Source: an optimization exercise on an open RTL-to-GDS flow (aim: small area). Production flows keep margins and buffers that such runs may drop.
Only simulation tests tie the RTL to the original design; equivalence was not proved.
No activity file was given, so power comes from the tool's default toggle rates.

## v6
## edge_notify_backoff_logger
module edge_notify_backoff_logger (
	input  logic                  clk,
	input  logic                  arst_n,
	input  logic                  tick_valid,
	output logic                  tick_ready,
	input  logic [TIME_W-1:0]     tick_time_ms,
	input  logic                  tick_pin_level,
	output logic                  report_valid,
	input  logic                  report_ready,
	output logic                  report_type,
	output logic                  report_push_request,
	output logic                  report_led_state,
	output logic                  report_backoff_ended,
	output logic [CNT_W-1:0]      report_suppressed_count,
	output logic [CNT_W-1:0]      report_overrun_total,
	output logic [TIME_W-1:0]     report_log_time,
	output logic                  report_last,
	input  logic                  cfg_we,
	input  logic [CFG_IDX_W-1:0]  cfg_index,
	input  logic [CFG_DATA_W-1:0] cfg_data
);
	logic [1:0] ph_q;
	logic       ph0, ph3;
	logic              en_q, rise_q;
	logic [SECS_W-1:0] secs_q;
	logic              prev_q, primed_q, active_q, wp_q;
	logic [CNT_W-1:0]  supp_q, ovr_q;
	logic [2:0]        n_q, pc_q;
	logic [2:0]        st_q;
	logic              pp_q, logw_q, wfix_q, opened_q, ended_q;
	logic              rv_q, rtype_q;
	logic [TIME_W-1:0] wet_q, le_q;
	logic [TIME_W-1:0] s0_q, s1_q, s2_q, s3_q, s4_q, s5_q;
	logic [TIME_W-1:0] out_q;
	logic              c_sum_q, c_deb_q, gt_q, lt_q, lew_q, gl_q, ge_q;
	logic [TIME_W-1:0] wx, wy, wz;
	logic [7:0]        x_d, y_d, z_d, u_d;
	logic              b_u, b_w, b_u_q, b_w_q;
	logic [7:0]        t_d, w_d, k_d, l_d, sum_d, deb_d;
	logic              c_sum, c_deb, gt_n, lt_n, lew_n, gl_n, ge_n;
	logic              hit, open_win, supp_hit, wrap_fix, log_we, full;
	logic              wp2, act_or, ended, act_n;
	logic [CNT_W-1:0]  supp_n, ovr_n;
	logic [2:0]        n1;
  ...
Size: about 1000 cells after synthesis, roughly 130 I/O pins, roughly 13000 um^2 of cells after synthesis.
clock: 8.0 ns
lec_check: 0
cap_margin: 5
core_margin: 2
core_utilization: 65
place_density: 0.75
slew_margin: 5
standard.sh (not shown) runs the stock make flow with config.mk's settings and CLKGATE_MAP_FILE= SYNTH_SCRIPT=/design/flow/synth_recipe.tcl, a recipe that flattens the netlist after the stock synthesis.
==> flow/flow/run.sh <==
#!/bin/bash
# Own layout flow: the standard layout (standard.sh), with two changes to how
# the layout is built:
#  - the port buffers that buffer_ports inserts use the smallest buffer, buf_1;
#  - clock tree synthesis uses clkbuf_16 with larger sink clusters (30 sinks,
#    80 um) and
#    inserts no dummy loads.
# Everything else (synthesis, floorplan, power grid, placement, routing) is the
# standard flow. The make output goes to flow_make.log in the work folder; the
# ORFS tool logs stay under orfs/logs.
set -euo pipefail
export BUFFER_PORTS_ARGS="-buffer_cell sky130_fd_sc_hd__buf_1"
export CTS_ARGS="-sink_clustering_enable -repair_clock_nets -dont_use_dummy_load -buf_list {sky130_fd_sc_hd__clkbuf_16} -sink_clustering_size 30 -sink_clustering_max_diameter 80"
bash standard.sh > flow_make.log 2>&1
Relative to v6, the following input files were edited for v7:
# v6
export LEC_CHECK = 0
export CAP_MARGIN = 5
export CORE_MARGIN = 2
export CORE_UTILIZATION = 65
export PLACE_DENSITY = 0.75
export SLEW_MARGIN = 5
create_clock -name core_clock -period 8.0 [get_ports {clk}]
# v7
export LEC_CHECK = 0
export CAP_MARGIN = 20
export CORE_MARGIN = 2
export CORE_UTILIZATION = 65
export GPL_TIMING_DRIVEN = 0
export PLACE_DENSITY = 0.75
export SLEW_MARGIN = 20
create_clock -name core_clock -period 8.0 [get_ports {clk}]
Results
- Per the final summary, v7 finished and its layout is clean on timing, DRC and antenna.
- The final reports for v7 and v6 show first-pass GRT wire length higher in the former.
- Between v6 and v7, the flow reports post-route standard cell area excluding fillers increasing slightly.
- Diff v6 -> v7 | number of non-clock buffers | up by more than 10%
- Per the comparison of v7 with v6, power went up 25 uW, power share of the clock group -0.6 points, maximum frequency now smaller, count of buffering cells on the critical path with inverters included has increased, switching power as a share of total power picked up an extra 0.47 points.

== 07-14 ==
edge_notify_backoff_logger, a different RTL version from the one above (not shown whole).
Size in the first run: roughly 1,000 cells after synthesis, about 370 flip-flops, ~130 I/O pins, ~13,000 um2 of cells after synthesis.
// edge_notify_backoff_logger
module edge_notify_backoff_logger (
	input  logic                  clk,
	input  logic                  arst_n,
	input  logic                  tick_valid,
	output logic                  tick_ready,
	input  logic [TIME_W-1:0]     tick_time_ms,
	input  logic                  tick_pin_level,
	output logic                  report_valid,
	input  logic                  report_ready,
	output logic                  report_type,
	output logic                  report_push_request,
	output logic                  report_led_state,
	output logic                  report_backoff_ended,
	output logic [CNT_W-1:0]      report_suppressed_count,
	output logic [CNT_W-1:0]      report_overrun_total,
	output logic [TIME_W-1:0]     report_log_time,
	output logic                  report_last,
	input  logic                  cfg_we,
	input  logic [CFG_IDX_W-1:0]  cfg_index,
	input  logic [CFG_DATA_W-1:0] cfg_data
);
==> flow/config.mk <==
export PLATFORM = sky130hd
export DESIGN_NAME = edge_notify_backoff_logger
export DESIGN_NICKNAME = edge_notify_backoff_logger
export VERILOG_FILES = /design/flow/design.v
export SDC_FILE = /design/flow/constraint.sdc
export NUM_CORES = 4
export LEC_CHECK = 0
export CAP_MARGIN = 20
export CORE_MARGIN = 2
export CORE_UTILIZATION = 40
export PLACE_DENSITY = 0.6
export SLEW_MARGIN = 20
==> flow/constraint.sdc <==
create_clock -name core_clock -period 8.0 [get_ports {clk}]
set_input_delay 1.6000 -clock core_clock [delete_from_list [all_inputs] [get_ports {clk}]]
set_output_delay 1.6000 -clock core_clock [all_outputs]
set_load 0.01 [all_outputs]
Scripts as last shown in full above: flow/flow/run.sh
07-14 has completed all stages; timing, DRC and antenna checks passed.
Setup changes, 07-14 to 09-16
- swapping 0.6 for 0.75 in PLACE_DENSITY
- swapping 40 for 65 in CORE_UTILIZATION
Notes after the runs:
- 07-14 and 09-16 ended up with roughly the same mux contribution to synthesized area.
- Going from 07-14 to 09-16, post-synthesis to final-layout area growth now smaller, final instance area now smaller, average via count per standard cell now larger.
- In 09-16, the actual transition at the worst max-transition pin came out 0.13 ns below the value in 07-14.
- For 09-16, the end point of the critical path was ovr_q[15], unlike 07-14, where it was ovr_q[14].

v24:
Another version of the RTL of edge_notify_backoff_logger (not shown whole).
For scale: about 950 cells after synthesis, about 0.012 sq mm of cells after synthesis.
Settings: LEC_CHECK=0, CAP_MARGIN=5, CORE_MARGIN=2, CORE_UTILIZATION=72, PLACE_DENSITY=0.82, SLEW_MARGIN=5; clock period 8.0 ns.
==> flow/flow/run.sh <==
#!/bin/bash
# Own layout flow: the standard layout (standard.sh), with two changes to how
# the layout is built:
#  - the port buffers that buffer_ports inserts use the smallest buffer, buf_1;
#  - clock tree synthesis builds the whole tree from clkbuf_8, with sink
#    clusters of up to 20 sinks within 60 um, and inserts no dummy loads.
# Everything else (synthesis, floorplan, power grid, placement, routing) is the
# standard flow. The make output goes to flow_make.log in the work folder; the
# ORFS tool logs stay under orfs/logs.
set -euo pipefail
export BUFFER_PORTS_ARGS="-buffer_cell sky130_fd_sc_hd__buf_1"
export CTS_ARGS="-sink_clustering_enable -repair_clock_nets -dont_use_dummy_load -buf_list {sky130_fd_sc_hd__clkbuf_8} -root_buf sky130_fd_sc_hd__clkbuf_8 -sink_clustering_buffer sky130_fd_sc_hd__clkbuf_8 -sink_clustering_size 22 -sink_clustering_max_diameter 50"
bash standard.sh > flow_make.log 2>&1
Setup changes, v24 to v4
-- flow/flow/run.sh --
<<< v24, line 11
export BUFFER_PORTS_ARGS="-buffer_cell sky130_fd_sc_hd__buf_1"
export CTS_ARGS="-sink_clustering_enable -repair_clock_nets -dont_use_dummy_load -buf_list {sky130_fd_sc_hd__clkbuf_8} -root_buf sky130_fd_sc_hd__clkbuf_8 -sink_clustering_buffer sky130_fd_sc_hd__clkbuf_8 -sink_clustering_size 22 -sink_clustering_max_diameter 50"
bash standard.sh > flow_make.log 2>&1
>>> v4, line 11
export BUFFER_PORTS_ARGS="-buffer_cell sky130_fd_sc_hd__buf_1"
export CTS_ARGS="-sink_clustering_enable -repair_clock_nets -dont_use_dummy_load -buf_list {sky130_fd_sc_hd__clkbuf_8} -root_buf sky130_fd_sc_hd__clkbuf_8 -sink_clustering_buffer sky130_fd_sc_hd__clkbuf_8 -sink_clustering_size 20 -sink_clustering_max_diameter 60"
bash standard.sh > flow_make.log 2>&1
-- flow/config.mk --
<<< v24, line 9
export CORE_MARGIN = 2
export CORE_UTILIZATION = 72
export PLACE_DENSITY = 0.82
export SLEW_MARGIN = 5
>>> v4, line 9
export CORE_MARGIN = 2
export CORE_UTILIZATION = 65
export PLACE_DENSITY = 0.75
export SLEW_MARGIN = 5
[summary]
Relative to v24, worst-case vdd ir drop decreased by about 30% in v4. On fraction of area in registers, v4 and v24 are basically level. Layout overhead on the synthesized area for v4 is lower than for v24. Lower die footprint among v4 and v24: v24. v4 ended up with more standard cells than v24. Against v24, total wire length in v4 fell by a few percent. Looking at v4 and v24, the area after detailed placement is a wash. | initial core utilization | higher: v24 |.
#### Input delta (v37 over v4)
-- flow/flow/run.sh --
<<< v4, line 4
#  - the port buffers that buffer_ports inserts use the smallest buffer, buf_1;
#  - clock tree synthesis builds the whole tree from clkbuf_8, with sink
#    clusters of up to 20 sinks within 60 um, and inserts no dummy loads.
# Everything else (synthesis, floorplan, power grid, placement, routing) is the
>>> v37, line 4
#  - the port buffers that buffer_ports inserts use the smallest buffer, buf_1;
#  - clock tree synthesis drives sink clusters (up to 30 sinks, 80 um) with
#    clkbuf_16, builds the tree above them from clkbuf_8 and inserts no dummy
#    loads.
# Everything else (synthesis, floorplan, power grid, placement, routing) is the
Results
As far as worst hold slack goes, v37 and v4 are indistinguishable; the numbers are identical. In terms of share of total power in sequential cells, v4 and v37 differ only marginally. Between v4 and v37, the register-to-register setup slack does not differ in any meaningful way. v37: all stages complete, timing, DRC and antenna checks passed. As far as critical path depth goes, v4 and v37 are indistinguishable; the numbers are identical. Changes observed in v37 relative to v4: core utilization stayed essentially flat; internal power consumption stayed essentially flat; sum of internal, switching and leakage power stayed essentially flat; number of distinct library cell variants in the gate-level netlist after synthesis stayed essentially flat. Met2 global-route usage: v4 vs v37 identical. Reported for v4 and v37, number of buffers created by CTS turned out identical to the last digit. The number of buffers on the longest clock path on v4 is in line with that on v37.
Modified inputs, v29 compared to v37
-- flow/flow/run.sh --
<<< v37, line 12
export BUFFER_PORTS_ARGS="-buffer_cell sky130_fd_sc_hd__buf_1"
export CTS_ARGS="-sink_clustering_enable -repair_clock_nets -dont_use_dummy_load -buf_list {sky130_fd_sc_hd__clkbuf_8} -root_buf sky130_fd_sc_hd__clkbuf_8 -sink_clustering_buffer sky130_fd_sc_hd__clkbuf_8 -sink_clustering_size 20 -sink_clustering_max_diameter 60"
bash standard.sh > flow_make.log 2>&1
>>> v29, line 12
export BUFFER_PORTS_ARGS="-buffer_cell sky130_fd_sc_hd__buf_1"
export CTS_ARGS="-sink_clustering_enable -repair_clock_nets -dont_use_dummy_load -buf_list {sky130_fd_sc_hd__clkbuf_8} -root_buf sky130_fd_sc_hd__clkbuf_8 -sink_clustering_buffer sky130_fd_sc_hd__clkbuf_16 -sink_clustering_size 30 -sink_clustering_max_diameter 80"
bash standard.sh > flow_make.log 2>&1
[summary]
Diff v29..v37 | gate count after technology mapping | unchanged
Across both runs, switching part of the total power was lower for v29 than for v37.
On average wire per cell in the routed design: v29 sits above v37.
Diff v37 -> v29: setup slack went up 0.031 ns; non-clock buffer count went up about 0.7%; combinational share of power went down 0.3 points; wire length of the first global-routing pass held.
Number of non-filler instances in the completed layout: v29 lower than v37

edge_notify_backoff_logger, a different RTL version from the one above (not shown whole).
For scale: roughly 370 flip-flops, about 130 I/O pins, ~13000 sq um of cells after synthesis.
clock: 8.0 ns
lec_check: 0
cap_margin: 20
core_margin: 2
core_utilization: 40
place_density: 0.6
slew_margin: 20
==> flow/flow/run.sh <==
#!/bin/bash
# Own layout flow: the standard layout (standard.sh), with two changes to how
# the layout is built:
#  - the port buffers that buffer_ports inserts use the smallest buffer, buf_1;
#  - clock tree synthesis uses clkbuf_8/clkbuf_16 with larger sink clusters and
#    inserts no dummy loads.
# Everything else (synthesis, floorplan, power grid, placement, routing) is the
# standard flow. The make output goes to flow_make.log in the work folder; the
# ORFS tool logs stay under orfs/logs.
set -euo pipefail
export BUFFER_PORTS_ARGS="-buffer_cell sky130_fd_sc_hd__buf_1"
export CTS_ARGS="-sink_clustering_enable -repair_clock_nets -dont_use_dummy_load -buf_list {sky130_fd_sc_hd__clkbuf_16} -sink_clustering_size 30 -sink_clustering_max_diameter 80"
bash standard.sh > flow_make.log 2>&1
The baseline finished clean.
Change:
--- a/flow/flow/run.sh
+++ b/flow/flow/run.sh
@@ -12 +12 @@
-export CTS_ARGS="-sink_clustering_enable -repair_clock_nets -dont_use_dummy_load -buf_list {sky130_fd_sc_hd__clkbuf_16} -sink_clustering_size 30 -sink_clustering_max_diameter 80"
+export CTS_ARGS="-sink_clustering_enable -repair_clock_nets -dont_use_dummy_load -buf_list {sky130_fd_sc_hd__clkbuf_8 sky130_fd_sc_hd__clkbuf_16} -sink_clustering_size 20 -sink_clustering_max_diameter 60"
Combinational power hardly moves.
First-iteration DRC count falls by 5.3%.
Non-clock buffer count is unchanged.
Die area is unchanged.
Sequential power is about the same.
Total power rises by about 5.6%.
Sequential share of layout area falls by 0.95 points.
Worst setup slack got worse by 0.021 ns.

edge_notify_backoff_logger again, from the RTL that the note above started with.
clock: 8.0 ns
lec_check: 0
cap_margin: 20
core_margin: 2
core_utilization: 40
cts_buf_list: sky130_fd_sc_hd__clkbuf_8 sky130_fd_sc_hd__clkbuf_16
cts_cluster_diameter: 60
cts_cluster_size: 20
place_density: 0.6
slew_margin: 20
run.sh (not shown) runs the stock make flow with config.mk's settings and CLKGATE_MAP_FILE= SYNTH_SCRIPT=/design/flow/synth_recipe.tcl, a recipe that flattens the netlist after the stock synthesis.
Stock flow here: none of the scripts above is used.
The first run finished clean.
==> next run, changes <==
==> flow/flow/run.sh (new file) <==
#!/bin/bash
# Own layout flow: the standard layout (standard.sh), with two changes to how
# the layout is built:
#  - the port buffers that buffer_ports inserts use the smallest buffer, buf_1;
#  - clock tree synthesis uses clkbuf_8/clkbuf_16 with larger sink clusters and
#    inserts no dummy loads.
# Everything else (synthesis, floorplan, power grid, placement, routing) is the
# standard flow. The make output goes to flow_make.log in the work folder; the
# ORFS tool logs stay under orfs/logs.
set -euo pipefail
export BUFFER_PORTS_ARGS="-buffer_cell sky130_fd_sc_hd__buf_1"
export CTS_ARGS="-sink_clustering_enable -repair_clock_nets -dont_use_dummy_load -buf_list {sky130_fd_sc_hd__clkbuf_8 sky130_fd_sc_hd__clkbuf_16} -sink_clustering_size 20 -sink_clustering_max_diameter 50 -sink_clustering_buffer sky130_fd_sc_hd__clkbuf_8"
bash standard.sh > flow_make.log 2>&1
==> flow/standard.sh (new file) <==
#!/bin/bash
# synth_recipe.tcl (not shown) runs the flow's synth.tcl, then flattens the netlist and writes it again
# the make line also repeats each setting of config.mk as NAME=value (left out here)
make -C /OpenROAD-flow-scripts/flow DESIGN_CONFIG=/design/flow/config.mk WORK_HOME=/design/flow/orfs CLKGATE_MAP_FILE= SYNTH_SCRIPT=/design/flow/synth_recipe.tcl "${@:-finish}"
Settings changed: CTS_BUF_LIST sky130_fd_sc_hd__clkbuf_8 sky130_fd_sc_hd__clkbuf_16 to unset, CTS_CLUSTER_DIAMETER 60 to unset, CTS_CLUSTER_SIZE 20 to unset.
removed: flow/run.sh
The new run completed without violations.
Design area drops by 7.4%.
Maximum frequency went up by 1.5%.
Synthesized cell count is unchanged.
Power came out lower by 9.4%.
Worst setup slack gets better by 0.11 ns.
Via count falls by 0.67%.
Die area stays the same.
Routed wire length hardly moves.
Clock-buffer cell count rises by 6.

re-timing with driven ports:
No port has a modelled driver above. Below, the same layouts with a new extraction and two added sets of constraints.
Step 1 sets driving cells, clkbuf_16 on the clock port and buf_2 on the other inputs (assumed; they add their load-dependent delay and slew).
Step 2 times the ports against the registers' clock, not the clock port: input delays grow and output delays shrink by t, the midpoint of the rising clock arrivals with the driver on.
Three values: ideal ports, drivers, drivers and shift; two values: the first two.
run | t, ns | setup WS [ns] | latest minus earliest clock arrival (ns) | slew at the worst register clock pin (ns) | pins driven straight from the clock port
v6 | 0.524 | 0.455 / 0.455 / 0.455 | 0.046 / 0.045 | 0.11 / 0.11 | 1
v7 | 0.529 | 0.340 / 0.340 / 0.340 | 0.038 / 0.038 | 0.11 / 0.11 | 1
07-14 | 0.537 | 0.701 / 0.701 / 0.701 | 0.075 / 0.074 | 0.11 / 0.11 | 1
09-16 | 0.530 | 0.574 / 0.574 / 0.574 | 0.026 / 0.027 | 0.10 / 0.10 | 1
v24 | 0.585 | 0.484 / 0.484 / 0.484 | 0.071 / 0.071 | 0.12 / 0.12 | 1
v4 | 0.560 | 0.532 / 0.532 / 0.532 | 0.076 / 0.075 | 0.11 / 0.11 | 1
v37 | 0.560 | 0.532 / 0.532 / 0.532 | 0.076 / 0.075 | 0.11 / 0.11 | 1
v29 | 0.585 | 0.563 / 0.563 / 0.563 | 0.024 / 0.024 | 0.11 / 0.11 | 1
the first run of note 4 | 0.549 | 0.625 / 0.625 / 0.625 | 0.049 / 0.049 | 0.10 / 0.10 | 1
the second run of note 4 | 0.579 | 0.605 / 0.605 / 0.605 | 0.077 / 0.077 | 0.08 / 0.08 | 1
the first run of note 5 | 0.603 | 0.542 / 0.542 / 0.542 | 0.015 / 0.015 | 0.08 / 0.08 | 1
the second run of note 5 | 0.528 | 0.651 / 0.651 / 0.651 | 0.069 / 0.069 | 0.11 / 0.11 | 1
After both steps every run listed still meets setup and hold.
